Context: an optimization exercise on an open-source flow, tuned for small area and a short achievable clock period. The choices shown serve that exercise and are no tape-out recipe.
Where RTL was checked, it was by simulation tests only, not by an equivalence proof against the original.
The RTL of runs 2 to 4 was laid out without a check of its function.
No activity file was given, so power comes from the tool's default toggle rates.

==> flow/design.v <==
module cam_pixel_packer #(
  parameter logic [31:0] BASE_ADDR   = 32'h0000_1000,
  parameter int          FRAME_BYTES = 4096,
  parameter int          BURST_LEN   = 16,
  parameter int          FIFO_DEPTH  = 64
) (
  input  logic        ACLK,
  input  logic        ARESET,
  input  logic        pix_valid,
  input  logic [7:0]  pix_data,
  input  logic        pix_sof,
  output logic        req_valid,
  input  logic        req_ready,
  output logic [31:0] req_addr,
  output logic [7:0]  req_len,
  output logic        dat_valid,
  input  logic        dat_ready,
  output logic [31:0] dat_data,
  output logic        dat_last,
  output logic        overflow,
  output logic        sync_err,
  output logic        frame_done
);
  localparam int FRAME_WORDS = FRAME_BYTES / 4;
  localparam int NUM_BURSTS  = FRAME_BYTES / (BURST_LEN * 4);
  localparam int PW = (FIFO_DEPTH > 1) ? $clog2(FIFO_DEPTH) : 1;
  localparam int CW = $clog2(FIFO_DEPTH) + 1;
  localparam int BW = (NUM_BURSTS > 1) ? $clog2(NUM_BURSTS) : 1;
  localparam int FW = (FRAME_WORDS > 1) ? $clog2(FRAME_WORDS) : 1;
  localparam int LW = (BURST_LEN > 1) ? $clog2(BURST_LEN) : 1;
  typedef enum logic [1:0] {IDLE, REQ, DATA} state_e;
  state_e        state_q;
  logic [1:0]    phase_q, phase_d;
  logic [23:0]   part_q, part_d;
  logic [FW-1:0] fwords_q, fwords_d;
  logic [PW-1:0] wr_ptr_q, rd_ptr_q;
  logic [CW-1:0] count_q, count_d;
  logic [BW-1:0] burst_idx_q;
  logic [LW-1:0] beat_q;
  logic [31:0]   mem_q [FIFO_DEPTH];
  logic          req_valid_q, dat_valid_q, overflow_q, sync_err_q, frame_done_q;
  logic [31:0]   req_addr_q;
  logic          push, push_ok, pop, drop, sof_err;
  logic [31:0]   push_word;
  always_comb begin
    phase_d   = phase_q;
    part_d    = part_q;
    fwords_d  = fwords_q;
    push      = 1'b0;
    push_word = {pix_data, part_q};
    sof_err   = 1'b0;
    if (pix_valid) begin
      if (pix_sof) begin
        sof_err  = (phase_q != 2'd0) || (fwords_q != '0);
        part_d   = {16'h0, pix_data};
        phase_d  = 2'd1;
        fwords_d = '0;
      end else begin
        phase_d = phase_q + 2'd1;
        case (phase_q)
          2'd0:    part_d[7:0]   = pix_data;
          2'd1:    part_d[15:8]  = pix_data;
          2'd2:    part_d[23:16] = pix_data;
          default: begin
            push     = 1'b1;
            fwords_d = (fwords_q == FW'(FRAME_WORDS - 1)) ? '0 : fwords_q + FW'(1);
          end
        endcase
      end
    end
  end
  assign pop     = dat_valid_q & dat_ready;
  assign drop    = push & (count_q == CW'(FIFO_DEPTH)) & ~pop;
  assign push_ok = push & ~drop;
  always_comb begin
    count_d = count_q;
    if (push_ok && !pop)      count_d = count_q + CW'(1);
    else if (!push_ok && pop) count_d = count_q - CW'(1);
  end
  always_ff @(posedge ACLK) begin
    if (push_ok) mem_q[wr_ptr_q] <= push_word;
  end
  always_ff @(posedge ACLK or posedge ARESET) begin
    if (ARESET) begin
      state_q      <= IDLE;
      phase_q      <= 2'd0;
      part_q       <= '0;
      fwords_q     <= '0;
      wr_ptr_q     <= '0;
      rd_ptr_q     <= '0;
      count_q      <= '0;
      burst_idx_q  <= '0;
      beat_q       <= '0;
      req_valid_q  <= 1'b0;
      req_addr_q   <= '0;
      dat_valid_q  <= 1'b0;
      overflow_q   <= 1'b0;
      sync_err_q   <= 1'b0;
      frame_done_q <= 1'b0;
    end else begin
      phase_q      <= phase_d;
      part_q       <= part_d;
      fwords_q     <= fwords_d;
      count_q      <= count_d;
      frame_done_q <= 1'b0;
      if (push_ok) wr_ptr_q <= wr_ptr_q + PW'(1);
      if (pop)     rd_ptr_q <= rd_ptr_q + PW'(1);
      if (drop)    overflow_q <= 1'b1;
      if (sof_err) sync_err_q <= 1'b1;
      case (state_q)
        IDLE: if (count_q >= CW'(BURST_LEN)) begin
          state_q     <= REQ;
          req_valid_q <= 1'b1;
          req_addr_q  <= BASE_ADDR + 32'(burst_idx_q) * 32'(BURST_LEN * 4);
        end
        REQ: if (req_ready) begin
          state_q     <= DATA;
          req_valid_q <= 1'b0;
          dat_valid_q <= 1'b1;
          beat_q      <= '0;
        end
        DATA: if (dat_ready) begin
          beat_q <= beat_q + LW'(1);
          if (beat_q == LW'(BURST_LEN - 1)) begin
            state_q     <= IDLE;
            dat_valid_q <= 1'b0;
            if (burst_idx_q == BW'(NUM_BURSTS - 1)) begin
              burst_idx_q  <= '0;
              frame_done_q <= 1'b1;
            end else begin
              burst_idx_q <= burst_idx_q + BW'(1);
            end
          end
        end
        default: state_q <= IDLE;
      endcase
    end
  end
  assign req_valid  = req_valid_q;
  assign req_addr   = req_addr_q;
  assign req_len    = 8'(BURST_LEN - 1);
  assign dat_valid  = dat_valid_q;
  assign dat_data   = dat_valid_q ? mem_q[rd_ptr_q] : '0;
  assign dat_last   = dat_valid_q && (beat_q == LW'(BURST_LEN - 1));
  assign overflow   = overflow_q;
  assign sync_err   = sync_err_q;
  assign frame_done = frame_done_q;
endmodule
==> flow/run.sh <==
#!/bin/bash
# synth_recipe.tcl (not shown) runs the flow's synth.tcl, then flattens the netlist and writes it again
# the make line also repeats each setting of config.mk as NAME=value (left out here)
make -C /OpenROAD-flow-scripts/flow DESIGN_CONFIG=/design/flow/config.mk WORK_HOME=/design/flow/orfs CLKGATE_MAP_FILE= SYNTH_SCRIPT=/design/flow/synth_recipe.tcl finish
==> flow/config.mk <==
export PLATFORM = sky130hd
export DESIGN_NAME = cam_pixel_packer
export DESIGN_NICKNAME = cam_pixel_packer
export VERILOG_FILES = /design/flow/design.v
export SDC_FILE = /design/flow/constraint.sdc
export NUM_CORES = 4
export LEC_CHECK = 0
export CAP_MARGIN = 20
export CORE_MARGIN = 2
export CORE_UTILIZATION = 40
export SLEW_MARGIN = 20
==> flow/constraint.sdc <==
create_clock -name core_clock -period 5.5 [get_ports {ACLK}]
set_input_delay 1.1000 -clock core_clock [delete_from_list [all_inputs] [get_ports {ACLK}]]
set_output_delay 1.1000 -clock core_clock [all_outputs]
set_load 0.01 [all_outputs]
==> results of run 1 <==
## registers in the layout (all words and copies together), names as in the netlist, 2 cells and up
register and flops:
wr_ptr_q 6, req_addr_q 7, beat_q 4, mem_q 2048
phase_q 2, fwords_q 10, burst_idx_q 6, state_q 2
part_q 24, count_q 7, rd_ptr_q 6
## per-layer routing
layer / GRT usage (%) / part of all wire (%)
met3: 3.83 / 8.0
met5: 0 / 0.0060
met2: 32.5 / 48
met4: 6.71 / 3.2
met1: 29.1 / 41
## cell usage in the layout (no fill, tap or decap), types with 26 or more instances in the layout
master,n
sky130_fd_sc_hd__conb_1,33
sky130_fd_sc_hd__clkbuf_16,213
sky130_fd_sc_hd__o211ai_1,27
sky130_fd_sc_hd__mux4_2,512
sky130_fd_sc_hd__edfxtp_1,2048
sky130_fd_sc_hd__a221oi_1,38
sky130_fd_sc_hd__o221ai_1,63
sky130_fd_sc_hd__buf_4,194
sky130_fd_sc_hd__o21ai_0,28
sky130_fd_sc_hd__a31oi_1,40
sky130_fd_sc_hd__a41oi_1,26
sky130_fd_sc_hd__nor2_4,65
sky130_fd_sc_hd__nand2_1,178
sky130_fd_sc_hd__dfrtp_1,49
sky130_fd_sc_hd__clkinv_2,50
sky130_fd_sc_hd__clkbuf_1,46
sky130_fd_sc_hd__clkdlybuf4s50_1,50
sky130_fd_sc_hd__nor2_1,26
sky130_fd_sc_hd__mux2i_1,63
sky130_fd_sc_hd__clkinv_1,52
sky130_fd_sc_hd__a22oi_1,27
sky130_fd_sc_hd__a22o_1,47
sky130_fd_sc_hd__buf_12,52
sky130_fd_sc_hd__o21ai_1,34
## cells in the mapped netlist, types with 5 or more instances
cell type | number | area, um^2
sky130_fd_sc_hd__ha_1 | 17 | 213
sky130_fd_sc_hd__o21ai_0 | 28 | 140
sky130_fd_sc_hd__mux2i_1 | 65 | 651
sky130_fd_sc_hd__buf_1 | 29 | 109
sky130_fd_sc_hd__a22oi_1 | 27 | 203
sky130_fd_sc_hd__buf_4 | 40 | 300
sky130_fd_sc_hd__nand2_1 | 180 | 676
sky130_fd_sc_hd__nor2b_1 | 8 | 50.1
sky130_fd_sc_hd__nor2_1 | 94 | 353
sky130_fd_sc_hd__a221oi_1 | 38 | 333
sky130_fd_sc_hd__o211ai_1 | 27 | 203
sky130_fd_sc_hd__and2_1 | 6 | 37.5
sky130_fd_sc_hd__mux2_2 | 16 | 180
sky130_fd_sc_hd__buf_6 | 10 | 113
sky130_fd_sc_hd__a22o_1 | 47 | 412
sky130_fd_sc_hd__o221ai_1 | 64 | 561
sky130_fd_sc_hd__o21ai_1 | 35 | 175
sky130_fd_sc_hd__a41oi_1 | 26 | 228
sky130_fd_sc_hd__clkbuf_1 | 103 | 387
sky130_fd_sc_hd__mux4_2 | 512 | 11500
sky130_fd_sc_hd__nand4_1 | 8 | 50.1
sky130_fd_sc_hd__xnor2_1 | 14 | 123
sky130_fd_sc_hd__a21oi_1 | 10 | 50.1
sky130_fd_sc_hd__dfrtp_1 | 79 | 1980
sky130_fd_sc_hd__nand2b_1 | 5 | 31.3
sky130_fd_sc_hd__nand3b_1 | 5 | 37.5
sky130_fd_sc_hd__nand3_1 | 15 | 75.1
sky130_fd_sc_hd__edfxtp_1 | 2048 | 61500
sky130_fd_sc_hd__buf_2 | 59 | 295
sky130_fd_sc_hd__a31oi_1 | 41 | 257
sky130_fd_sc_hd__inv_1 | 13 | 48.8
## what timing repair did
| action | 4_1_cts | 5_1_grt |
|---|---|---|
| hold buffers | 0 | 0 |
| endpoints found under the setup margin | 9 | 8 |
| buffers inserted | 2 | 6 |
| gates resized for setup | 4 | 0 |
## area by class of cell
cell class | instances | area, um^2 | share of cell area [%]
clock buffers | 260 | 5520 | 5.84
repair buffers | 303 | 3040 | 3.22
diodes | 4 | 10.0 | 0.0106
flip-flops and latches | 2127 | 63500 | 67.2
inverters | 14 | 57.6 | 0.0609
clock inverters | 140 | 1380 | 1.46
multi-input cells | 1372 | 17600 | 18.6
well taps | 2672 | 3340 | 3.54
## path summary, 6_finish.rpt
check / startpoint / to / slack, ps / cells past startpoint
worst max-delay path: rd_ptr_q[0]$_DFFE_PP0N_ / dat_data[10] / 170 / 8
max in group asynchronous: ARESET / part_q[18]$_DFFE_PP0P_ / 3680 / 3
worst min-delay path: sync_err_q$_DFFE_PP0P_ / sync_err_q$_DFFE_PP0P_ / 470 / 1
worst max register to register: dat_valid_q$_DFFE_PP0P_ / count_q[6]$_DFFE_PP0P_ / 1390 / 11
min in group asynchronous: ARESET / req_addr_q[9]$_DFFE_PP0P_ / 600 / 2
worst min register to register: sync_err_q$_DFFE_PP0P_ / sync_err_q$_DFFE_PP0P_ / 470 / 1
## cells by family (layout without fill, tap and decap cells)
group,after synthesis,in the layout,synth area share [%]
compound gates,364,364,3.34
xor+xnor,18,18,0.193
fa+ha+maj,18,18,0.285
buf+inv,255,717,1.54
flops,2127,2127,77.7
mux,593,593,15.1
other cells,2,37,0.00919
simple gates,346,346,1.81
## power by group through the flow
stage	combinational, mW	sequential [mW]	clock, mW
2_1_floorplan	7.98	18.8	0
3_3_place_gp	14.5	19.0	0
3_5_place_dp	14.5	19.1	0
4_1_cts	14.6	18.7	14.5
5_1_grt	15.1	18.7	15.1
6_report	14.5	18.6	14.3
## per-stage QoR
stage | total power, mW | cells | instance area [um^2]
after detailed placement | 33.6 | 6481 | 87500
after global placement | 33.5 | 6481 | 87500
final | 47.4 | 6892 | 94500
after CTS | 47.8 | 6883 | 94400
after global routing | 48.9 | 6889 | 94500
after floorplan | 26.8 | 3754 | 81800
==> impl.org, run 1 <==
** Synthesis
- Yosys warning total :: 1
- EDFF count, synth :: between 2000 and 2500
- Number of distinct library cells after synthesis :: 58
- For this run, asynchronously set or reset flops after synthesis account for 3.71%.
- The cell area that synthesis handed to floorplanning was 81700 um^2.
- Leading register cell type out of synthesis :: sky130_fd_sc_hd__edfxtp_1
- After synthesis, flip-flops and latches occupy between 70 and 80% of the total area.
- After technology mapping, the gate count stands at 3723.
- Synthesis inferred approximately 2100 register bits.
- Mean instance size in the synthesized netlist :: 21.9 um^2

** Setup path
- Element type at the critical path start :: register
- Critical Path, Cell by Cell :: buf_4 -> buf_12 -> buf_12 -> mux4_2 -> o221ai_1 -> a31oi_1 -> a22o_1 -> clkdlybuf4s50_1
- By startpoint and endpoint, the worst setup path is classified as reg2out.
- Data arrival, critical path :: roughly 4200 ps
- Critical Path Sink Type :: primary output
- Most numerous cell on the critical path :: sky130_fd_sc_hd__buf_12
- Peak fanout along the critical path :: between 40 and 50
- Top Family by Delay on Critical Path :: buffers and inverters
- Crit-path slowest cell :: sky130_fd_sc_hd__o221ai_1
- Stage delay of the slowest cell on the critical path :: around 600 ps
- The number of buffers and inverters on the critical path is 4.
- At the worst endpoint, the required time is between 4000 and 5000 ps.

** Timing
- Setup violations remaining at the end of the flow were counted as 0.
- Actual transition at the worst max-transition pin :: around 1100 ps
- Fin crit share :: 96.9%
- F_max :: 0.188 GHz
- Setup TNS :: 0 ps
- Post-route worst hold slack :: ~470 ps
- For the final database, setup skew stands at about 60 ps.
- The smallest clock period supported by the final layout is computed as 5330 ps.
- In this run the tightest slew margin relative to its limit is roughly 27%.
- RSZ-0062 raised after global routing :: false
- Total count of hold-check failures in the final report :: 0
- Number of pins exceeding their max-slew limit in the final report :: 0
- Once routing completed, OpenROAD measured the worst setup slack at about 170 ps.

** Final layout
- At the end of the flow the core is filled with cells to between 40% and 50%.
- Number of inserted filler cells in the final layout :: approximately 17000
- The post-route netlist has between 20 and 30% of its cells at a drive strength greater than 1.
- Compared with the post-synthesis result, the final layout area differs by 15.7%.
- The net count of the finished layout is 4063.

** Routing
- DRT Wirelength :: ~220000 um
- Dividing the detail-routed via count by the number of cells gives ~5.8.
- Per-cell routed wire length :: between 30 and 40 um
- The routed layout has ~40000 vias.
- For this run, design rule violations remaining after detail routing come to 0.
- The detailed router finished its first iteration with a little over 5000 violations.
- Once detail routing completed, the nets flagged for antenna violations numbered 0.
- Iteration count of the initial detailed-routing pass :: 7

** Power
- Clock share of power :: around 30%
- Pint :: about 32 mW
- Of the total power, registers draw roughly two fifths.
- Switching share of total power :: 32.1%
- Power density over the cells :: roughly 500 nW/um^2
- Part of the total power dissipated in combinational logic :: a little under a third
- The worst-case IR drop observed on VDD is between 300 and 400 uV.
- In this run the power spent charging and discharging nets is ~15 mW.
- Standby leakage power :: approximately 30 nW

** Global route
- Global routing used about a fifth of the available tracks.
- The initial antenna violation count came to 8.
- Wire length of the first global-routing pass :: between 300000 and 400000 um
- Maximum number of pins on one net before global-route repair :: slightly below 70
- Overflow left after global routing :: 0
- The number of global-route vias before repair was approximately 40000.

** Clocking
- The tree built by TritonCTS fans out to around 2100 sinks.
- Counting the buffers created by CTS gives between 200 and 250.
- TritonCTS clock tree :: yes
- The tree is rooted in a sky130_fd_sc_hd__clkbuf_16.
- For the worst-skew pair, the clock arrives at the later sink with an insertion delay of 880 ps.
- After clock tree synthesis, the clock-pin slew on the worst setup and hold paths is 60 ps.
- The longest clock path from root to sink contains 3 buffers.
- H-Tree Level Count :: 4

** Flow run
- Max-capacitance violation count :: 0

** Floorplan
- Once the floorplan was initialized, standard cells occupied between 40 and 50% of the core.
- Row Count :: 165
- Measured along the x axis, the die boundary spans 456 um.
- Area enclosed by the die boundary :: roughly 210000 um^2
- I/O pins :: approximately 90
- Area of the placeable core :: just over 200000 um^2
- Die height :: about 460 um

** Hold path
- Class of the worst hold path :: reg2reg

** Status
- The flow ran to the end and the layout has no timing, DRC or antenna violations.

** Placed design
- Input and output buffers added on the ports amount to between 50 and 60.
- Routability-driven placement finished with a final weighted congestion of approximately 0.87.
- Pre-CTS WS :: 576 ps
- The wire-length estimate of the detail-placed layout is roughly 130000 um.
==> inputs of run 2 (changes only) <==
==> flow/design.v (replaced) <==
module cam_pixel_packer #(
  parameter logic [31:0] BASE_ADDR   = 32'h0000_1000,
  parameter int          FRAME_BYTES = 4096,
  parameter int          BURST_LEN   = 16,
  parameter int          FIFO_DEPTH  = 64
) (
  input  logic        ACLK,
  input  logic        ARESET,
  input  logic        pix_valid,
  input  logic [7:0]  pix_data,
  input  logic        pix_sof,
  output logic        req_valid,
  input  logic        req_ready,
  output logic [31:0] req_addr,
  output logic [7:0]  req_len,
  output logic        dat_valid,
  input  logic        dat_ready,
  output logic [31:0] dat_data,
  output logic        dat_last,
  output logic        overflow,
  output logic        sync_err,
  output logic        frame_done
);
  logic [1:0]  phase_q;
  logic [23:0] part_q;
  logic [9:0]  fwords_q;
  logic [6:0]  count_q;
  logic [5:0]  wr_ptr_q;
  logic [5:0]  rp_q;         
  logic [3:0]  bhi_q;        
  logic        wpend_q;      
  logic [7:0]  wbyte_q;
  logic [31:0] head_q;
  logic        last_q;
  logic        req_valid_q, dat_valid_q, overflow_q, sync_err_q, frame_done_q;
  logic [31:0] mem_q [64];
  logic pv_sof, pv_dat, push, pop, full, drop, push_ok, sof_err, enter, last_pop;
  assign pv_sof   = pix_valid & pix_sof;
  assign pv_dat   = pix_valid & ~pix_sof;
  assign push     = pv_dat & (phase_q == 2'd3);
  assign pop      = dat_valid_q & dat_ready;
  assign full     = count_q[6];
  assign drop     = push & full & ~pop;
  assign push_ok  = push & ~drop;
  assign sof_err  = pv_sof & ((phase_q != 2'd0) | (fwords_q != 10'd0));
  assign enter    = req_valid_q & req_ready;
  assign last_pop = pop & last_q;
  always_ff @(posedge ACLK) begin
    if (wpend_q) mem_q[wr_ptr_q] <= {wbyte_q, part_q};
  end
  always_ff @(posedge ACLK) begin
    if (!dat_valid_q || dat_ready) head_q <= mem_q[rp_q];
    if (pix_valid && (pix_sof || phase_q == 2'd0)) part_q[7:0] <= pix_data;
    if (pv_dat && phase_q == 2'd1) part_q[15:8]  <= pix_data;
    if (pv_dat && phase_q == 2'd2) part_q[23:16] <= pix_data;
    if (push) wbyte_q <= pix_data;
  end
  always_ff @(posedge ACLK or posedge ARESET) begin
    if (ARESET) begin
      phase_q      <= 2'd0;
      fwords_q     <= '0;
      count_q      <= '0;
      wr_ptr_q     <= '0;
      rp_q         <= '0;
      bhi_q        <= '0;
      wpend_q      <= 1'b0;
      last_q       <= 1'b0;
      req_valid_q  <= 1'b0;
      dat_valid_q  <= 1'b0;
      overflow_q   <= 1'b0;
      sync_err_q   <= 1'b0;
      frame_done_q <= 1'b0;
    end else begin
      if (pv_sof) begin
        phase_q  <= 2'd1;
        fwords_q <= '0;
      end else if (pix_valid) begin
        phase_q  <= phase_q + 2'd1;
        if (push) fwords_q <= fwords_q + 10'd1;
      end
      if (push_ok && !pop)      count_q <= count_q + 7'd1;
      else if (!push_ok && pop) count_q <= count_q - 7'd1;
      wpend_q <= push_ok;
      if (wpend_q) wr_ptr_q <= wr_ptr_q + 6'd1;
      if (drop)    overflow_q <= 1'b1;
      if (sof_err) sync_err_q <= 1'b1;
      frame_done_q <= last_pop & (rp_q[5:4] == 2'd0) & (bhi_q == 4'hF);
      if (enter || (pop && !last_q)) rp_q <= rp_q + 6'd1;
      if (last_pop && rp_q[5:4] == 2'd0) bhi_q <= bhi_q + 4'd1;
      if (enter) last_q <= 1'b0;
      else if (pop) last_q <= (rp_q[3:0] == 4'hF);
      if (!req_valid_q && !dat_valid_q && count_q[6:4] != 3'd0) req_valid_q <= 1'b1;
      else if (enter) req_valid_q <= 1'b0;
      if (enter) dat_valid_q <= 1'b1;
      else if (last_pop) dat_valid_q <= 1'b0;
    end
  end
  assign req_valid  = req_valid_q;
  assign req_addr   = BASE_ADDR + {20'd0, bhi_q, rp_q[5:4], 6'd0};
  assign req_len    = 8'(BURST_LEN - 1);
  assign dat_valid  = dat_valid_q;
  assign dat_data   = head_q;
  assign dat_last   = last_q;
  assign overflow   = overflow_q;
  assign sync_err   = sync_err_q;
  assign frame_done = frame_done_q;
endmodule
==> impl.org, run 2 <==
** Global route
- Vias in the first global route :: 40486 (+2.1%)
- The global-route wire length before repair came to 296000 um (-3.0%).
- Number of antenna violations at the first check in global routing :: 10 (+2)
- All-Layer GR Usage :: 19.6% (-0.99 points)
- Maximum number of pins on one net before global-route repair :: 100 (+47%)
- Overflow left after global routing :: 0 (unchanged)

** Synthesis
- Summed over all instances, the cell type with the most area after synthesis is sky130_fd_sc_hd__edfxtp_1.
- Post-synthesis sequential element count :: 2154 (+1.3%)
- For this run, the leading register cell type out of synthesis is sky130_fd_sc_hd__edfxtp_1.
- Most repeated cell in the gate-level netlist after synthesis :: sky130_fd_sc_hd__edfxtp_1
- The summed instance area of the synthesized netlist was 82700 um^2 (+1.2%).
- Post-Syn Instances :: 3896 (+4.6%)
- Post-synth ARST share :: 1.95% (-1.8 points)
- Number of distinct library cells after synthesis :: 60 (+3.4%)
- Yosys warning total :: 1 (unchanged)
- EDFF count, synth :: 2112 (+3.1%)
- Cell types occupying the most area after synthesis :: sky130_fd_sc_hd__edfxtp_1 (77%), sky130_fd_sc_hd__mux4_2 (11%), sky130_fd_sc_hd__mux2i_1 (2.5%), sky130_fd_sc_hd__dfrtp_1 (1.3%), sky130_fd_sc_hd__a22oi_1 (1.2%)
- Cell types with the highest counts after synthesis :: sky130_fd_sc_hd__edfxtp_1 (2112), sky130_fd_sc_hd__mux4_2 (415), sky130_fd_sc_hd__mux2i_1 (207), sky130_fd_sc_hd__a22oi_1 (133), sky130_fd_sc_hd__nand3_1 (99)
- Mean instance size in the synthesized netlist :: 21.2 um^2 (-3.3%)
- The portion of synthesized cell area occupied by the leading cell type came to 76.7% (+1.5 points).
- The share of synthesized area occupied by flip-flops and latches came to 78.0% (+0.30 points).

** Setup path
- The signal on the critical path passes through buf_4 -> clkdlybuf4s50_1.
- The worst setup path is of the reg2out kind.
- The buffer and inverter count on the worst path is 2 (-2).
- Data required time at the worst endpoint :: 4400 ps (about the same)
- STA classifies the critical path endpoint as a primary output.
- Data arrival, critical path :: 2810 ps (-1420 ps)
- The worst setup path is launched from a register.
- The critical-path maximum fanout was 27 (-41%).
- Stage delay of the slowest cell on the critical path :: 870 ps (+280 ps)
- On the critical path the largest part of the delay comes from buffers and inverters.
- Crit-path slowest cell :: sky130_fd_sc_hd__dfrtp_4

** Final layout
- Highest-count cells in the layout ignoring fill and taps :: sky130_fd_sc_hd__edfxtp_1 (2112), sky130_fd_sc_hd__mux4_2 (415), sky130_fd_sc_hd__clkbuf_16 (216), sky130_fd_sc_hd__mux2i_1 (207), sky130_fd_sc_hd__buf_4 (139)
- Number of flip-flops in the largest register :: 2048 (unchanged)
- Net count of the finished layout :: 4138 (+1.8%)
- The proportion of layout cells with a drive suffix above 1 was 22.5% (-5.9 points).
- The largest registers in the layout are mem_q x2048, head_q x32, part_q x24.
- Biggest register :: mem_q
- The library cell used most frequently in the layout, excluding fill and tap cells, is sky130_fd_sc_hd__edfxtp_1.
- Area growth from synthesis to final layout :: 13.8%

** Routing
- Overall via count from detail_route :: 40358 (+0.99%)
- The detailed-route wire length came to 207000 um (-4.0%).
- DRC Markers :: 0 (unchanged)
- Iteration-0 DRC Markers :: 4542 (-12%)
- The count of nets left with antenna violations after detail routing is 0 (unchanged).
- Iteration count of the initial detailed-routing pass :: 6 (-1)
- The routed length per instance was 29.7 um (-5.3%).
- Mean number of vias per cell :: 5.78 (-0.33%)

** Floorplan
- The starting utilization of the core area is 40.3% (about the same).
- The die area was 210000 um^2 (+1.2%).
- Area of the placeable core :: 205000 um^2 (+1.2%)
- Die W :: 459 um (+0.58%)
- Row Count :: 166 (+0.61%)
- Die height :: 459 um (+0.58%)
- The number of top-level pins is 92 (unchanged).

** Timing
- The number of failing setup endpoints in the final timing report was 0 (unchanged).
- Actual transition at the worst max-transition pin :: 1140 ps (+44.1 ps)
- The minimum clock period after layout came to 3910 ps (-1420 ps).
- Setup repair after global routing left no endpoint under its margin.
- Setup TNS :: 0 ps (unchanged)
- Max-slew headroom at the worst pin :: 24.1% (-3.1 points)
- The clock skew after layout came to 60.5 ps (+1.68 ps).
- The setup slack of the critical path after layout came to 1590 ps (+1420 ps).
- Number of pins exceeding their max-slew limit in the final report :: 0 (unchanged)
- The highest attainable clock frequency is 0.256 GHz (+36%).
- The final number of hold-violating endpoints was 0 (unchanged).
- Fin crit share :: 71.1% (-26 points)

** Clocking
- The number of hold-repair buffers added at the cts stage is 0 (unchanged).
- Post-CTS Resized :: 0 (-4)
- The clock latency on the worst-skew pair came to 860 ps (-20 ps).
- Clock tree sinks :: 2154 (+1.3%)
- Buffer type at the clock tree root :: sky130_fd_sc_hd__clkbuf_16
- H-Tree Level Count :: 4 (unchanged)
- The post-CTS setup-driven buffer insertion count was 0 (-2).
- Clock-pin transition on the worst setup and hold timing paths :: 60 ps (about the same)
- TritonCTS clock tree :: yes
- Worst-case clock buffer depth :: 3 (unchanged)
- The total clock buffers created by CTS is 214 (+0.47%).

** Power
- The power density relative to cell area came to 478 nW/um^2 (-4.8%).
- The worst voltage drop across the vdd grid came to 407 uV (+24%).
- The leakage power total is 29.6 nW (-1.2%).

** Placed design
- The number of buffer cells added on primary ports is 57 (-1.7%).
- The worst-case setup slack after placement was 1330 ps (+758 ps).
- Final GP Congestion :: 0.796 (-8.0%)
- The total half-perimeter wirelength after legalization and detailed placement was 117000 um (-12%).

** Status
- The run finished with no timing, DRC or antenna violations.

** Hold path
- Class of the worst hold path :: reg2reg

** Flow run
- Max-capacitance violation count :: 0 (unchanged)
==> run 2: changes by cell type in the layout (fill, tap and decap cells not counted), moves of 27 or more <==
cell,delta
sky130_fd_sc_hd__edfxtp_1,+64
sky130_fd_sc_hd__o21ai_0,+44
sky130_fd_sc_hd__a22o_1,-45
sky130_fd_sc_hd__o221ai_1,-63
sky130_fd_sc_hd__nand3_1,+84
sky130_fd_sc_hd__buf_12,-38
sky130_fd_sc_hd__mux4_2,-97
sky130_fd_sc_hd__a22oi_1,+106
sky130_fd_sc_hd__mux2i_1,+144
sky130_fd_sc_hd__buf_4,-55
sky130_fd_sc_hd__nand2_1,-95
sky130_fd_sc_hd__a21oi_1,+35
sky130_fd_sc_hd__o211ai_1,-27
==> run 2: cell families after synthesis <==
logic type / Yosys count / share of synthesized area [%]
AOI/OAI and AO/OA: 453 / 3.80
xor gates and xnor gates: 19 / 0.201
adders and majority gates: 16 / 0.251
buffers and inverters: 264 / 1.79
other: 2 / 0.00909
DFF: 2154 / 78.0
muxes: 630 / 13.9
and+or+nand+nor: 358 / 2.03
==> run 2: worst paths after layout <==
check	start	to	slack, ps	depth (start not counted)
max in group asynchronous	ARESET	rp_q[4]$_DFFE_PP0P_	4060	2
max	rp_q[4]$_DFFE_PP0P_	req_addr[6]	1590	2
min reg2reg	sync_err_q$_DFFE_PP0P_	sync_err_q$_DFFE_PP0P_	490	1
max reg2reg	rp_q[0]$_DFFE_PP0P_	head_q[13]$_DFFE_PP_	1830	6
min in group asynchronous	ARESET	wr_ptr_q[5]$_DFFE_PP0P_	810	2
min	sync_err_q$_DFFE_PP0P_	sync_err_q$_DFFE_PP0P_	490	1
==> run 2: layer usage <==
metal / global-route usage (%) / vias to the layer above / share of wire [%]
li1: - / 16731 / -
met1: 28.4 / 21630 / 43
met2: 30.3 / 1713 / 47
met3: 4.34 / 276 / 8.7
met4: 4.64 / 8 / 2.0
met5: 0 / - / 0.027
==> run 2: cell type report <==
class | instances | area [um^2]
repair buffers | 213 | 1960
flip-flops and latches | 2154 | 64500
fillers | 16883 | 111000
multi-input cells | 1510 | 17400
inverters | 15 | 57.6
diodes | 1 | 2.50
clock buffers | 264 | 5590
well taps | 2688 | 3360
clock inverters | 138 | 1230
==> run 2: per-stage QoR <==
step | power (mW) | hold slack [ps] | util (%) | area, um^2 | std cells
final | 44.9 | 493 | 45.9 | 94100 | 6983
after CTS | 45.2 | 506 | 45.9 | 94000 | 6981
after floorplan | 26.9 | 459 | - | 82800 | 3928
after detailed placement | 31.0 | 479 | 42.6 | 87200 | 6579
after global routing | 46.5 | 520 | 45.9 | 94100 | 6983
after global placement | 31.0 | 478 | 42.5 | 87200 | 6576
==> run 2: worst reg2reg max path, cell delays in order, from the launching register on <==
cell,delay [ps]
sky130_fd_sc_hd__dfrtp_4,1030
sky130_fd_sc_hd__buf_4,680
sky130_fd_sc_hd__buf_4,450
sky130_fd_sc_hd__mux4_2,540
sky130_fd_sc_hd__o21ai_0,380
sky130_fd_sc_hd__a21o_1,190
sky130_fd_sc_hd__a41oi_1,110
==> run 2: power breakdown <==
| part | total (mW) | internal [mW] | switching [mW] |
|---|---|---|---|
| logic | 11.7 | 4.95 | 6.79 |
| clock network | 14.2 | 8.01 | 6.20 |
| registers | 19.0 | 18.3 | 0.653 |
==> inputs of run 3 (changes only) <==
--- a/flow/config.mk
+++ b/flow/config.mk
@@ -7,2 +7,3 @@
 export LEC_CHECK = 0
+export ABC_CLOCK_PERIOD_IN_PS = 2500
 export CAP_MARGIN = 20
@@ -10,2 +11,3 @@
 export CORE_UTILIZATION = 40
+export SETUP_SLACK_MARGIN = 3.0
 export SLEW_MARGIN = 20
==> impl.org, run 3 <==
** Power
- The power density relative to cell area was 496 nW/um^2 (+3.9%).
- Sequential fraction of design power :: 37.7% (-4.5 points)
- The internal power summed over all cells came to 33.7 mW (+7.7%).
- The fraction of power spent switching nets is 31.9% (+1.5 points).
- Standby leakage power :: 32.2 nW (+8.8%)
- The portion of total power attributed to combinational logic is 33.9% (+7.8 points).
- Switching power summed over all nets :: 15.8 mW (+15%)
- Maximum vdd drop :: 415 uV (+2.0%)
- The proportion of power drawn by the clock network is 28.4% (-3.2 points).

** Setup path
- The critical-path maximum fanout is 1 (-96%).
- The data required time at the worst endpoint is 4400 ps (about the same).
- STA classifies the critical path startpoint as a register.
- The setup path with the least slack is of type reg2out.
- Bufs and invs on worst path :: 1 (-1)
- The delay of the slowest cell on the worst path is 560 ps (-310 ps).
- The slowest stage of the critical path belongs to the cell sky130_fd_sc_hd__edfxtp_1.
- Critical Path, Cell by Cell :: buf_2
- Top Family by Delay on Critical Path :: flip-flops
- The signal arrival time at the worst endpoint was 1660 ps (-1150 ps).
- Critical Path Sink Type :: primary output

** Synthesis
- Cell types occupying the most area after synthesis :: sky130_fd_sc_hd__edfxtp_1 (77%), sky130_fd_sc_hd__mux4_2 (11%), sky130_fd_sc_hd__mux2i_1 (2.5%), sky130_fd_sc_hd__dfrtp_1 (1.3%), sky130_fd_sc_hd__a22oi_1 (1.2%)
- Most repeated cell in the gate-level netlist after synthesis :: sky130_fd_sc_hd__edfxtp_1
- Ranked by instance count, the synthesized netlist is headed by sky130_fd_sc_hd__edfxtp_1 (2112), sky130_fd_sc_hd__mux4_2 (415), sky130_fd_sc_hd__mux2i_1 (207), sky130_fd_sc_hd__a22oi_1 (133), sky130_fd_sc_hd__nand3_1 (99).
- The count of distinct cell types in the synthesized netlist came to 60 (unchanged).
- Yosys warning total :: 1 (unchanged)
- Sequential-to-total area share from yosys stat :: 78.0% (unchanged)
- The portion of synthesized cell area occupied by the leading cell type came to 76.7% (unchanged).
- Yosys top cell by area :: sky130_fd_sc_hd__edfxtp_1
- Leading register cell type out of synthesis :: sky130_fd_sc_hd__edfxtp_1
- Post-synthesis sequential element count :: 2154 (unchanged)
- The number of synthesized flops with an enable pin came to 2112 (unchanged).
- The share of flip-flops with an asynchronous set or reset after synthesis came to 1.95% (unchanged).
- The summed instance area of the synthesized netlist is 82700 um^2 (unchanged).
- Mean instance size in the synthesized netlist :: 21.2 um^2 (unchanged)
- Post-Syn Instances :: 3896 (unchanged)

** Status
- The run finished with no timing, DRC or antenna violations.

** Timing
- The number of failing setup endpoints in the final timing report is 0 (unchanged).
- The setup TNS after final layout is 0 ps (unchanged).
- Fin crit share :: 50.2% (-21 points)
- RSZ-0062 raised after global routing :: true
- The minimum clock period after layout came to 2760 ps (-1150 ps).
- The setup slack of the critical path after layout was 2740 ps (+1150 ps).
- Number of pins exceeding their max-slew limit in the final report :: 0 (unchanged)
- F_max :: 0.363 GHz (+42%)
- The transition at the pin with the smallest max-transition slack came to 1070 ps (-67.8 ps).
- Max-slew headroom at the worst pin :: 28.8% (+4.7 points)
- Worst clock skew :: 50.5 ps (-10.0 ps)
- The worst hold slack across all endpoints was 508 ps (+15.4 ps).
- The final number of hold-violating endpoints is 0 (unchanged).

** Hold path
- Class of the worst hold path :: reg2reg

** Final layout
- Count of placed standard cells in the final layout, fillers left out :: 7278 (+4.2%)
- Compared with the post-synthesis result, the final layout area differs by 20.5%.
- Most common library cell in the layout ignoring fill and taps :: sky130_fd_sc_hd__edfxtp_1
- The flip-flop count of the largest register after layout came to 2048 (unchanged).
- Fraction of final layout cells with drive strength greater than 1 :: 33.8% (+11 points)
- Top Registers :: mem_q x2048, head_q x32, part_q x24
- The layout net count was 4440 (+7.3%).
- Number of inserted filler cells in the final layout :: 16322 (-3.3%)
- Biggest register :: mem_q
- The library cells used most frequently in the layout, excluding fill and tap cells, are sky130_fd_sc_hd__edfxtp_1 (2112), sky130_fd_sc_hd__mux4_2 (415), sky130_fd_sc_hd__buf_4 (311), sky130_fd_sc_hd__clkbuf_16 (224), sky130_fd_sc_hd__mux2i_1 (196).
- The core utilization of the finished layout came to 48.6% (+2.7 points).

** Placed design
- The number of cells in the design after placement was 6581 (+0.030%).
- The number of buffer cells added on primary ports came to 57 (unchanged).
- The weighted congestion reported at the end of routability-driven placement came to 0.779 (-2.1%).
- The worst-case setup slack after placement came to 1650 ps (+320 ps).
- Detailed Place HPWL :: 122000 um (+4.4%)

** Clocking
- The maximum number of buffers from clock root to sink came to 3 (unchanged).
- Clock-pin transition on the worst setup and hold timing paths :: 60 ps (about the same)
- Clock network latency to the later pin of the worst-skew pair :: 870 ps (about the same)
- The tree is rooted in a sky130_fd_sc_hd__clkbuf_16.
- Clock tree sinks :: 2154 (unchanged)
- The total number of H-tree levels came to 4 (unchanged).
- CTS buffer count :: 212 (-0.93%)
- TritonCTS clock tree :: yes

** Global route
- Number of antenna violations at the first check in global routing :: 8 (-2)
- Vias in the first global route :: 42287 (+4.4%)
- Overflow left after global routing :: 0 (unchanged)
- All-Layer GR Usage :: 21.5% (+1.9 points)
- The pin count of the biggest net entering global routing was 65 (-35%).
- The global-route wire length before repair was 321000 um (+8.3%).

** Flow run
- The max-cap violation count came to 0 (unchanged).

** Routing
- The mean number of vias per cell was 5.92 (+2.5%).
- Per-cell routed wire length :: 31.7 um (+6.8%)
- The count of vias placed by the detailed router came to 43099 (+6.8%).
- The first-iteration detailed-routing DRC count came to 5858 (+29%).
- The DRC violation count after routing is 0 (unchanged).
- DRT Wirelength :: 231000 um (+11%)
- The count of nets left with antenna violations after detail routing came to 0 (unchanged).
- Iteration count of the initial detailed-routing pass :: 5 (-1)

** Floorplan
- Row Count :: 166 (unchanged)
- Area of the placeable core :: 205000 um^2 (unchanged)
- The die span in x is 459 um (unchanged).
- The height of the die was 459 um (unchanged).
- Area enclosed by the die boundary :: 210000 um^2 (unchanged)
- Starting Density :: 40.3% (unchanged)
- The number of top-level pins is 92 (unchanged).
## run 3: cell counts after synthesis
No cell type changed its count.
## run 3: cell type report
| type | instances | area (um^2) | area share, % |
|---|---|---|---|
| Sequential cell | 2154 | 64500 | 64.7 |
| Multi-Input combinational cell | 1517 | 19100 | 19.2 |
| Timing Repair Buffer | 510 | 5860 | 5.88 |
| Clock buffer | 274 | 5590 | 5.61 |
| Tap cell | 2688 | 3360 | 3.38 |
| Clock inverter | 115 | 1140 | 1.15 |
| Inverter | 15 | 67.6 | 0.0678 |
| Antenna cell | 5 | 12.5 | 0.0126 |
## run 3: stage by stage
stage	power (mW)	area [um^2]
2_1_floorplan	26.9	82900
6_report	49.4	99600
5_1_grt	51.0	99600
4_1_cts	47.8	97500
3_3_place_gp	31.1	87200
3_5_place_dp	31.2	87400
## run 3: per-layer routing
layer  vias to the layer above  wire length, um  track usage, %
li1                      17393                -               -
met1                     23227            93400            30.5
met2                      2150           110000            34.2
met3                       325            20800            3.97
met4                         4             6050            5.91
met5                         -               34               0
## run 3: worst paths after layout
| check | from | cells past startpoint | endpoint | slack [ps] |
|---|---|---|---|---|
| setup / recovery | head_q[1]$_DFFE_PP_ | 1 | dat_data[1] | 2740 |
| hold / removal | count_q[3]$_DFFE_PP0P_ | 2 | count_q[3]$_DFFE_PP0P_ | 510 |
| setup reg to reg | rp_q[0]$_DFFE_PP0P_ | 9 | head_q[1]$_DFFE_PP_ | 2770 |
| hold reg to reg | count_q[3]$_DFFE_PP0P_ | 2 | count_q[3]$_DFFE_PP0P_ | 510 |
| max in group asynchronous | ARESET | 3 | rp_q[2]$_DFFE_PP0P_ | 4190 |
| min in group asynchronous | ARESET | 3 | dat_valid_q$_DFFE_PP0P_ | 760 |
## run 3: what timing repair did
action | CTS | global route
hold buffers | 0 | 0
endpoints found under the setup margin | 2001 | 357
pin swaps | 86 | 81
endpoints found under the hold margin | 0 | 0
gates cloned | 38 | 15
resized for setup | 450 | 221
setup buffers | 173 | 77
## run 3: tightest hold or removal path: stages, from the launching register on
cell and delay, ps:
sky130_fd_sc_hd__dfrtp_1 350, sky130_fd_sc_hd__nand2_1 50, sky130_fd_sc_hd__o21ai_1 70
## run 3: power by group through the flow
| stage | registers [mW] | clock network, mW | logic, mW |
|---|---|---|---|
| finish | 18.6 | 14.0 | 16.8 |
| global route | 18.7 | 14.9 | 17.5 |
| CTS | 18.6 | 14.2 | 14.9 |
| detailed placement | 19.2 | 0 | 11.9 |
| global placement | 19.3 | 0 | 11.9 |
| floorplan | 18.9 | 0 | 8.04 |
## run 3: kinds of logic (layout without fill, tap and decap cells)
kind of cell | after synthesis | count (layout) | synth area share, %
other | 2 | 39 | 0.00909
adders and majority gates | 16 | 16 | 0.251
AOI/OAI and AO/OA | 453 | 453 | 3.80
and+or+nand+nor | 358 | 365 | 2.03
buffers and inverters | 264 | 914 | 1.79
muxes | 630 | 630 | 13.9
xor gates and xnor gates | 19 | 19 | 0.201
DFF | 2154 | 2154 | 78.0
==> inputs of run 4 (changes only) <==
--- a/flow/design.v
+++ b/flow/design.v
@@ -28,3 +28,5 @@
   logic [5:0]  wr_ptr_q;
-  logic [5:0]  rp_q;         
+  logic [15:0] bsel_q;       
+  logic [3:0]  ksel_q;       
+  logic [1:0]  blk_q;        
   logic [3:0]  bhi_q;        
@@ -36,2 +38,3 @@
   logic [31:0] mem_q [64];
+  logic [31:0] rd_word;
   logic pv_sof, pv_dat, push, pop, full, drop, push_ok, sof_err, enter, last_pop;
@@ -50,4 +53,9 @@
   end
+  always_comb begin
+    rd_word = '0;
+    for (int i = 0; i < 64; i++)
+      rd_word = rd_word | (mem_q[i] & {32{ksel_q[i / 16] & bsel_q[i % 16]}});
+  end
   always_ff @(posedge ACLK) begin
-    if (!dat_valid_q || dat_ready) head_q <= mem_q[rp_q];
+    if (!dat_valid_q || dat_ready) head_q <= rd_word;
     if (pix_valid && (pix_sof || phase_q == 2'd0)) part_q[7:0] <= pix_data;
@@ -63,3 +71,5 @@
       wr_ptr_q     <= '0;
-      rp_q         <= '0;
+      bsel_q       <= 16'd1;
+      ksel_q       <= 4'd1;
+      blk_q        <= 2'd0;
       bhi_q        <= '0;
@@ -86,7 +96,13 @@
       if (sof_err) sync_err_q <= 1'b1;
-      frame_done_q <= last_pop & (rp_q[5:4] == 2'd0) & (bhi_q == 4'hF);
-      if (enter || (pop && !last_q)) rp_q <= rp_q + 6'd1;
-      if (last_pop && rp_q[5:4] == 2'd0) bhi_q <= bhi_q + 4'd1;
+      frame_done_q <= last_pop & ksel_q[0] & (bhi_q == 4'hF);
+      if (enter || (pop && !last_q)) begin
+        bsel_q <= {bsel_q[14:0], bsel_q[15]};
+        if (bsel_q[15]) begin
+          ksel_q <= {ksel_q[2:0], ksel_q[3]};
+          blk_q  <= blk_q + 2'd1;
+        end
+      end
+      if (last_pop && ksel_q[0]) bhi_q <= bhi_q + 4'd1;
       if (enter) last_q <= 1'b0;
-      else if (pop) last_q <= (rp_q[3:0] == 4'hF);
+      else if (pop) last_q <= bsel_q[15];
       if (!req_valid_q && !dat_valid_q && count_q[6:4] != 3'd0) req_valid_q <= 1'b1;
@@ -98,3 +114,3 @@
   assign req_valid  = req_valid_q;
-  assign req_addr   = BASE_ADDR + {20'd0, bhi_q, rp_q[5:4], 6'd0};
+  assign req_addr   = BASE_ADDR + {20'd0, bhi_q, blk_q, 6'd0};
   assign req_len    = 8'(BURST_LEN - 1);
==> impl.org, run 4 <==
** Synthesis
- The count of distinct cell types in the synthesized netlist was 69 (+15%).
- EDFF count, synth :: 2112 (unchanged)
- The mean cell area of the mapped netlist was 18.2 um^2 (-14%).
- By instance count, the leading cell after synthesis is sky130_fd_sc_hd__edfxtp_1.
- Cell types with the highest counts after synthesis :: sky130_fd_sc_hd__edfxtp_1 (2112), sky130_fd_sc_hd__a22oi_1 (647), sky130_fd_sc_hd__clkbuf_1 (182), sky130_fd_sc_hd__nand3_1 (176), sky130_fd_sc_hd__a22o_1 (130)
- The share of synthesized area occupied by flip-flops and latches came to 81.9% (+3.9 points).
- The portion of synthesized cell area occupied by the leading cell type is 80.0% (+3.3 points).
- Yosys top cell by area :: sky130_fd_sc_hd__edfxtp_1
- Post-synth ARST share :: 2.67% (+0.72 points)
- After synthesis, the cell types taking the most area are sky130_fd_sc_hd__edfxtp_1 (80%), sky130_fd_sc_hd__a22oi_1 (6.1%), sky130_fd_sc_hd__dfrtp_1 (1.8%), sky130_fd_sc_hd__a22o_1 (1.4%), sky130_fd_sc_hd__nand3_1 (1.1%).
- Post-Syn Instances :: 4366 (+12%)
- For this run, the leading register cell type out of synthesis is sky130_fd_sc_hd__edfxtp_1.
- The number of warnings printed during yosys synthesis is 1 (unchanged).
- The summed instance area of the synthesized netlist came to 79300 um^2 (-4.1%).
- Post-synthesis sequential element count :: 2170 (+0.74%)

** Routing
- Mean number of vias per cell :: 6.84 (+16%)
- The routed length per instance is 41.7 um (+32%).
- Iteration-0 DRC Markers :: 10641 (+82%)
- The number of iterations in the first detailed-routing pass is 7 (+2).
- The DRC violation count after routing was 0 (unchanged).
- Number of antenna-violating nets in the routed design :: 0 (unchanged)
- The detailed-route wire length is 318000 um (+38%).
- The count of vias placed by the detailed router was 52217 (+21%).

** Final layout
- Top Registers :: mem_q x2048, head_q x32, part_q x24
- Number of flip-flops in the largest register :: 2048 (unchanged)
- Post-route standard cell area excluding fillers :: 95100 um^2 (-4.5%)
- Most common library cell in the layout ignoring fill and taps :: sky130_fd_sc_hd__edfxtp_1
- The proportion of layout cells with a drive suffix above 1 came to 20.3% (-13 points).
- Area growth from synthesis to final layout :: 20.0%
- In the layout the commonest cells are sky130_fd_sc_hd__edfxtp_1 (2112), sky130_fd_sc_hd__a22oi_1 (641), sky130_fd_sc_hd__buf_4 (298), sky130_fd_sc_hd__clkbuf_16 (232), sky130_fd_sc_hd__nand3_1 (169).
- Share of the core filled with cells :: 48.2% (-0.37 points)
- Count of placed standard cells in the final layout, fillers left out :: 7634 (+4.9%)
- Biggest register :: mem_q
- Net count of the finished layout :: 4842 (+9.1%)

** Floorplan
- The die span in x was 449 um (-2.1%).
- The area of the placeable core is 197000 um^2 (-3.8%).
- Area enclosed by the die boundary :: 202000 um^2 (-4.1%)
- Starting Density :: 40.2% (-0.14 points)
- The height of the die is 449 um (-2.1%).
- The number of top-level pins came to 92 (unchanged).
- Row Count :: 163 (-1.8%)

** Timing
- The number of failing setup endpoints in the final timing report came to 0 (unchanged).
- The headroom to the max-slew limit came to 35.4% (+6.7 points).
- RSZ-0062 raised after global routing :: true
- Post-route worst hold slack :: 493 ps (-15.2 ps)
- The part of the cycle the worst path needs was 51.1% (+0.94 points).
- Actual transition at the worst max-transition pin :: 969 ps (-99.9 ps)
- The final number of hold-violating endpoints is 0 (unchanged).
- Worst clock skew :: 51.6 ps (+1.14 ps)
- Fin crit period :: 2810 ps (+51.8 ps)
- The highest attainable clock frequency is 0.356 GHz (-1.8%).
- Number of pins exceeding their max-slew limit in the final report :: 0 (unchanged)
- Setup TNS :: 0 ps (unchanged)

** Setup path
- Data arrival, critical path :: 1710 ps (+50 ps)
- Critical Path Sink Type :: primary output
- Peak fanout along the critical path :: 1 (unchanged)
- The critical path is of the reg2out type.
- Stage delay of the slowest cell on the critical path :: 610 ps (+50 ps)
- For this design, the slowest cell found on the critical path is sky130_fd_sc_hd__edfxtp_1.
- Bufs and invs on worst path :: 1 (unchanged)
- STA classifies the critical path startpoint as a register.
- Critical Path, Cell by Cell :: buf_2
- The kind of cell with the highest combined delay along the critical path is flip-flops.
- The data required time at the worst endpoint came to 4400 ps (about the same).

** Placed design
- The weighted congestion reported at the end of routability-driven placement is 0.846 (+8.6%).
- The total half-perimeter wirelength after legalization and detailed placement is 155000 um (+28%).
- The post-placement cell area is 84200 um^2 (-3.6%).
- The number of cells in the design after placement is 6971 (+5.9%).
- The number of buffer cells added on primary ports is 57 (unchanged).

** Global route
- Overflow left after global routing :: 0 (unchanged)
- The initial antenna violation count is 12 (+4).
- The pin count of the biggest net entering global routing is 80 (+23%).
- Vias in the first global route :: 47658 (+13%)
- The all-layer global routing usage was 29.7% (+8.2 points).
- Wire length of the first global-routing pass :: 412000 um (+28%)

** Clocking
- The root buffer cell chosen for the clock tree is sky130_fd_sc_hd__clkbuf_16.
- Clock tree sinks :: 2170 (+0.74%)
- H-Tree Level Count :: 4 (unchanged)
- Worst-case clock buffer depth :: 3 (unchanged)
- TritonCTS clock tree :: yes
- Clock-pin transition on the worst setup and hold timing paths :: 60 ps (about the same)
- Clock network latency to the later pin of the worst-skew pair :: 890 ps (+20 ps)
- CTS buffer count :: 212 (unchanged)
- Number of buffers inserted for hold repair after clock tree synthesis :: 0 (unchanged)

** Status
- The flow ran to the end and the layout has no timing, DRC or antenna violations.

** Flow run
- The max-cap violation count is 0 (unchanged).

** Power
- The leakage power total is 29.8 nW (-7.6%).
- Maximum vdd drop :: 437 uV (+5.4%)
- Power density over the cells :: 445 nW/um^2 (-10%)

** Hold path
- The worst hold path belongs to the class reg2reg.
## run 4: cell count changes after synthesis, moves of 86 or more
cell,before,now
sky130_fd_sc_hd__a222oi_1,0,86
sky130_fd_sc_hd__a22o_1,2,130
sky130_fd_sc_hd__a22oi_1,133,647
sky130_fd_sc_hd__clkbuf_1,76,182
sky130_fd_sc_hd__mux2i_1,207,1
sky130_fd_sc_hd__mux4_2,415,0
## run 4: metrics by stage
stage | setup WS, ps | power (mW)
3_5_place_dp | 1620 | 25.9
2_1_floorplan | 2540 | 22.5
3_3_place_gp | 1650 | 25.8
6_report | 2690 | 42.3
5_1_grt | 2720 | 42.8
4_1_cts | 2660 | 40.9
## run 4: power by group
part / switching (mW) / total, mW / internal [mW]
registers: 0.373 / 18.7 / 18.3
clock network: 6.40 / 14.4 / 7.97
logic: 6.30 / 9.28 / 2.98
## run 4: logic make-up after synthesis
logic type	share of synthesized area, %
simple gates	3.49
fa+ha+maj	0.246
xor+xnor	0.166
mux	0.112
flops	81.9
other cells	0.00948
compound gates	12.1
buf+inv	1.98
## run 4: layout make-up
cell class                      instances  area, um^2
Multi-Input combinational cell       1869       14000
Antenna cell                           12        30.0
Timing Repair Buffer                  534        5960
Fill cell                           16111      102000
Tap cell                             2640        3300
Inverter                               26         168
Sequential cell                      2170       65000
Clock inverter                        120        1180
Clock buffer                          263        5560
## run 4: path summary, 6_finish.rpt
| check | start | to | slack, ps | cells after the start |
|---|---|---|---|---|
| worst max-delay path | head_q[22]$_DFFE_PP_ | dat_data[22] | 2690 | 1 |
| worst min-delay path | fwords_q[9]$_DFFE_PP0P_ | fwords_q[9]$_DFFE_PP0P_ | 490 | 1 |
| worst max register to register | bsel_q[2]$_DFFE_PP0N_ | head_q[2]$_DFFE_PP_ | 2940 | 6 |
| worst min register to register | fwords_q[9]$_DFFE_PP0P_ | fwords_q[9]$_DFFE_PP0P_ | 490 | 1 |
| max in group asynchronous | ARESET | ksel_q[3]$_DFFE_PP0P_ | 3970 | 3 |
| min in group asynchronous | ARESET | fwords_q[8]$_DFFE_PP0P_ | 850 | 3 |
## run 4: repair_timing
item,4_1_cts,5_1_grt
gates cloned,4,18
buffers inserted,184,62
resized for setup,356,110
setup endpoints to repair,1869,550
pin swaps,53,57
## run 4: routing by layer
layer	part of all wire, %	global-route usage [%]	vias up
met4	6.5	15.1	12
met2	43	43.2	5380
li1	-	-	19236
met1	34	40.1	26553
met3	17	9.64	1036
met5	0.075	0	-
==> inputs of run 5 (changes only) <==
--- a/flow/design.v
+++ b/flow/design.v
@@ -36,2 +36,3 @@
   logic        last_q;
+  logic        dv_idle_q;    
   logic        req_valid_q, dat_valid_q, overflow_q, sync_err_q, frame_done_q;
@@ -59,3 +60,4 @@
   always_ff @(posedge ACLK) begin
-    if (!dat_valid_q || dat_ready) head_q <= rd_word;
+    head_q <= (head_q  & {32{dat_valid_q & ~dat_ready}})
+            | (rd_word & {32{dv_idle_q   |  dat_ready}});
     if (pix_valid && (pix_sof || phase_q == 2'd0)) part_q[7:0] <= pix_data;
@@ -79,2 +81,3 @@
       dat_valid_q  <= 1'b0;
+      dv_idle_q    <= 1'b1;
       overflow_q   <= 1'b0;
@@ -111,2 +114,4 @@
       else if (last_pop) dat_valid_q <= 1'b0;
+      if (enter) dv_idle_q <= 1'b0;
+      else if (last_pop) dv_idle_q <= 1'b1;
     end
--- a/flow/config.mk
+++ b/flow/config.mk
@@ -11,2 +11,5 @@
 export CORE_UTILIZATION = 40
+export CTS_BUF_LIST = sky130_fd_sc_hd__clkbuf_16
+export CTS_CLUSTER_DIAMETER = 80
+export CTS_CLUSTER_SIZE = 24
 export SETUP_SLACK_MARGIN = 3.0
==> impl.org, run 5 <==
** Status
- Result of the run :: no timing/DRC/antenna violations

** Routing
- The first-iteration detailed-routing DRC count is 9953 (-6.5%).
- Mean number of vias per cell :: 6.84 (about the same)
- The count of vias placed by the detailed router was 51151 (-2.0%).
- The detailed-route wire length is 308000 um (-3.3%).
- The length of routed wiring on met1 was 106000 um (-2.0%).
- Iteration count of the initial detailed-routing pass :: 8 (+1)
- Per-cell routed wire length :: 41.2 um (-1.3%)
- Top layer in use :: met5
- The detailed-routed wire length on met2 was 136000 um (about the same).
- The count of nets left with antenna violations after detail routing is 0 (unchanged).
- The DRC violation count after routing came to 0 (unchanged).
- The sum of met3 wire segment lengths after detailed routing was 47000 um (-12%).

** Final layout
- The flip-flop count of the largest register after layout is 2048 (unchanged).
- Counting flops per register, the top entry is mem_q.
- Post-route standard cell area excluding fillers :: 91000 um^2 (-4.3%)
- Most common library cell in the layout ignoring fill and taps :: sky130_fd_sc_hd__edfxtp_1
- The proportion of layout cells with a drive suffix above 1 came to 17.5% (-2.8 points).
- In the layout the commonest cells are sky130_fd_sc_hd__edfxtp_1 (2080), sky130_fd_sc_hd__a22oi_1 (737), sky130_fd_sc_hd__buf_4 (297), sky130_fd_sc_hd__nand3_1 (123), sky130_fd_sc_hd__clkbuf_16 (115).
- Net count of the finished layout :: 4766 (-1.6%)
- From synthesis to final layout, the design area changed by 14.5%.
- Top Registers :: mem_q x2048, head_q x32, part_q x24

** Hold path
- Class of the worst hold path :: reg2reg
- Critical hold path startpoint :: overflow_q$_DFFE_PP0P_

** Global route
- The initial antenna violation count came to 14 (+2).
- All-Layer GR Usage :: 29.2% (-0.55 points)
- The number of global-route vias before repair came to 46563 (-2.3%).
- Overflow left after global routing :: 0 (unchanged)
- The global-route wire length before repair is 406000 um (-1.2%).
- The pin count of the biggest net entering global routing is 65 (-19%).

** Floorplan
- Area of the placeable core :: 197000 um^2 (+0.10%)
- I/O pins :: 92 (unchanged)
- Die W :: 450 um (+0.16%)
- Row Count :: 163 (unchanged)
- Starting Density :: 40.3% (+0.085 points)
- Die height :: 450 um (+0.16%)
- The die area is 202000 um^2 (+0.31%).

** Setup path
- Element type at the critical path start :: register
- Peak fanout along the critical path :: 14 (+13)
- The worst register-to-register path begins at wpend_q$_DFF_PP0_.
- The critical path starts at wpend_q$_DFF_PP0_.
- Critical Path Sink Type :: register
- The data required time at the worst endpoint is 5910 ps (+1510 ps).
- The signal arrival time at the worst endpoint was 3060 ps (+1350 ps).
- Worst Path Class, Setup :: reg2reg

** Synthesis
- The mean cell area of the mapped netlist is 18.0 um^2 (-0.89%).
- Yosys warning total :: 1 (unchanged)
- sky130_fd_sc_hd__edfxtp_1 takes more of the synthesized area than any other cell.
- Leading register cell type out of synthesis :: sky130_fd_sc_hd__edfxtp_1
- The count of distinct cell types in the synthesized netlist came to 70 (+1.4%).
- The portion of synthesized cell area occupied by the leading cell type is 78.6% (-1.5 points).
- The number of synthesized flops with an enable pin came to 2080 (-1.5%).
- The share of synthesized area occupied by flip-flops and latches is 81.2% (-0.63 points).
- The commonest cells after synthesis are sky130_fd_sc_hd__edfxtp_1 (2080), sky130_fd_sc_hd__a22oi_1 (749), sky130_fd_sc_hd__buf_2 (140), sky130_fd_sc_hd__nand3_1 (129), sky130_fd_sc_hd__nor2_1 (103).
- Most repeated cell in the gate-level netlist after synthesis :: sky130_fd_sc_hd__edfxtp_1
- The share of flip-flops with an asynchronous set or reset after synthesis is 2.72% (+0.045 points).
- The post-synthesis sequential element count came to 2171 (+0.046%).
- The number of standard cells after synthesis came to 4419 (+1.2%).
- In the post-synthesis netlist, the biggest area contributors are sky130_fd_sc_hd__edfxtp_1 (79%), sky130_fd_sc_hd__a22oi_1 (7.1%), sky130_fd_sc_hd__dfrtp_1 (1.8%), sky130_fd_sc_hd__a22o_1 (1.1%), sky130_fd_sc_hd__buf_2 (0.88%).
- Post-synthesis instance area :: 79500 um^2 (+0.31%)

** Placed design
- Input/output buffers :: 57 (unchanged)
- The weighted congestion reported at the end of routability-driven placement came to 0.862 (+1.9%).
- Placed Instance Area :: 84200 um^2 (about the same)
- Pre-CTS WS :: 1420 ps (-201 ps)
- Detailed Place HPWL :: 157000 um (+0.91%)

** Timing
- Number of setup violations in the final report :: 0 (unchanged)
- Worst clock skew :: 35.5 ps (-16.1 ps)
- Post-route setup slack :: 2850 ps (+160 ps)
- The worst hold slack across all endpoints was 488 ps (-4.86 ps).
- The transition at the pin with the smallest max-transition slack was 1200 ps (+229 ps).
- Max-slew headroom at the worst pin :: 20.2% (-15 points)
- Fin crit share :: 48.2% (-2.9 points)
- The setup TNS after final layout came to 0 ps (unchanged).
- Number of pins exceeding their max-slew limit in the final report :: 0 (unchanged)
- Setup repair after global routing could not meet its margin everywhere.
- Total count of hold-check failures in the final report :: 0 (unchanged)
- The minimum clock period after layout is 2650 ps (-160 ps).
- F_max :: 0.377 GHz (+6.0%)

** Power
- Standby leakage power :: 27.5 nW (-7.6%)
- The proportion of power drawn by the clock network is 24.4% (-9.6 points).
- Switching power summed over all nets :: 12.0 mW (-8.4%)
- The portion of total power attributed to combinational logic came to 25.1% (+3.2 points).
- Power density over the cells :: 401 nW/um^2 (-9.8%)
- The worst voltage drop across the vdd grid is 282 uV (-35%).
- Pint :: 24.5 mW (-16%)
- Sequential fraction of design power :: 50.5% (+6.4 points)
- The fraction of power spent switching nets is 32.8% (+1.9 points).

** Flow run
- The max-cap violation count came to 0 (unchanged).

** Clocking
- TritonCTS built the clock tree.
- Number of buffers inserted for hold repair after clock tree synthesis :: 0 (unchanged)
- The total clock buffers created by CTS was 104 (-51%).
- The root buffer cell chosen for the clock tree is sky130_fd_sc_hd__clkbuf_16.
- Clock network latency to the later pin of the worst-skew pair :: 770 ps (-120 ps)
- The number of sinks driven by the clock tree was 2171 (+0.046%).
- Worst-case clock buffer depth :: 3 (unchanged)
- H-Tree Level Count :: 3 (-1)
- The clock-pin transition on the worst setup and hold timing paths came to 90 ps (+30 ps).
-- run 5: changes by cell type in the layout (fill, tap and decap cells not counted), moves of 27 or more --
cell,delta
sky130_fd_sc_hd__a22oi_1,+96
sky130_fd_sc_hd__a22o_1,-33
sky130_fd_sc_hd__clkinv_2,-36
sky130_fd_sc_hd__nand3_1,-46
sky130_fd_sc_hd__o22ai_1,+32
sky130_fd_sc_hd__a222oi_1,-28
sky130_fd_sc_hd__clkbuf_16,-117
sky130_fd_sc_hd__clkinv_1,-33
sky130_fd_sc_hd__a21oi_1,+27
sky130_fd_sc_hd__clkbuf_1,-47
sky130_fd_sc_hd__edfxtp_1,-32
sky130_fd_sc_hd__inv_1,+65
-- run 5: per-layer routing --
layer / GRT usage (%) / vias to the layer above
met3: 8.13 / 945
met1: 38.6 / 26277
li1: - / 19090
met2: 43.9 / 4831
met5: 0 / -
met4: 15.4 / 8
-- run 5: critical path, stage by stage (launching register included) --
cell                      delay [ps]
sky130_fd_sc_hd__dfrtp_1         570
sky130_fd_sc_hd__nor2b_2         380
sky130_fd_sc_hd__nand3_2         440
sky130_fd_sc_hd__nor2_4          210
sky130_fd_sc_hd__buf_4           210
sky130_fd_sc_hd__buf_4           440
-- run 5: power groups by stage --
stage	clock network, mW	registers (mW)	logic, mW
after floorplan	0	18.7	3.83
after global placement	0	19.5	6.30
after detailed placement	0	19.5	6.31
after CTS	8.85	18.4	8.15
after global routing	9.40	18.5	9.14
final	8.89	18.5	9.16
-- run 5: cells by family (layout without fill, tap and decap cells) --
| family | Yosys count | in the layout | share of synthesized area, % |
|---|---|---|---|
| buffers and inverters | 365 | 735 | 2.33 |
| multiplexers | 4 | 4 | 0.0551 |
| adder cells (fa/ha/maj) | 15 | 15 | 0.246 |
| AND/OR/NAND/NOR | 496 | 497 | 3.22 |
| AO/OA/AOI/OAI | 1349 | 1349 | 12.7 |
| other | 2 | 52 | 0.00945 |
| XOR/XNOR | 17 | 17 | 0.187 |
| flip-flops | 2171 | 2171 | 81.2 |
-- run 5: final cells by class --
class,instances,area [um^2]
Antenna cell,18,45.0
Clock buffer,106,2650
Clock inverter,85,472
Fill cell,16720,106000
Inverter,31,188
Multi-Input combinational cell,1916,14100
Sequential cell,2171,64800
Tap cell,2640,3300
Timing Repair Buffer,513,5510
-- run 5: path summary, 6_finish.rpt --
check	to	slack, ps	cells after the start
max	mem_q[38][21]$_DFFE_PP_	2850	5
min in group asynchronous	fwords_q[6]$_DFFE_PP0P_	790	2
max reg2reg	mem_q[38][21]$_DFFE_PP_	2850	5
min	overflow_q$_DFFE_PP0P_	490	1
min reg2reg	overflow_q$_DFFE_PP0P_	490	1
max in group asynchronous	ksel_q[1]$_DFFE_PP0P_	3750	3
-- run 5: through the flow --
stage	instances	power [mW]	util (%)
floorplan	4451	22.5	-
global placement	7008	25.8	42.6
detailed placement	7014	25.8	42.6
CTS	7413	35.4	45.5
global route	7465	37.0	46.1
finish	7480	36.5	46.1
-- run 5: what timing repair did --
item | in CTS | in global routing
pin swaps | 66 | 34
gates cloned | 6 | 9
setup endpoints to repair | 1975 | 1241
buffers inserted | 202 | 40
gates resized for setup | 328 | 131

## separate check: timing with driven ports
No port has a modelled driver above. Below, the same layouts with a new extraction and two added sets of constraints. Step 1 sets driving cells, clkbuf_16 on the clock port and buf_2 on the other inputs (assumed; they add their load-dependent delay and slew). Step 2 adds t to the input delays and takes it off the output delays; t is the mean of the earliest and latest rising clock arrival at the registers after step 1. Input paths then give back, and output paths get back, about the clock's delay inside the block. Slacks: ideal / step 1 / step 2; pairs: ideal / step 1.
| run | shift t [ns] | setup WS [ns] | worst register clock-pin slew, ns |
|---|---|---|---|
| run 1 | 0.927 | 0.172 / 0.092 / 0.469 | 0.07 / 0.07 |
| run 2 | 0.909 | 1.591 / 1.513 / 1.287 | 0.07 / 0.07 |
| run 3 | 0.926 | 2.742 / 2.660 / 2.208 | 0.07 / 0.07 |
| run 4 | 0.948 | 2.690 / 2.602 / 2.263 | 0.07 / 0.07 |
| run 5 | 0.849 | 2.849 / 2.849 / 2.308 | 0.11 / 0.11 |
After both steps every run listed still meets setup and hold. For run 5, which loses most, drivers alone change the setup slack by 0.000 ns; drivers and shift together by -0.541 ns.
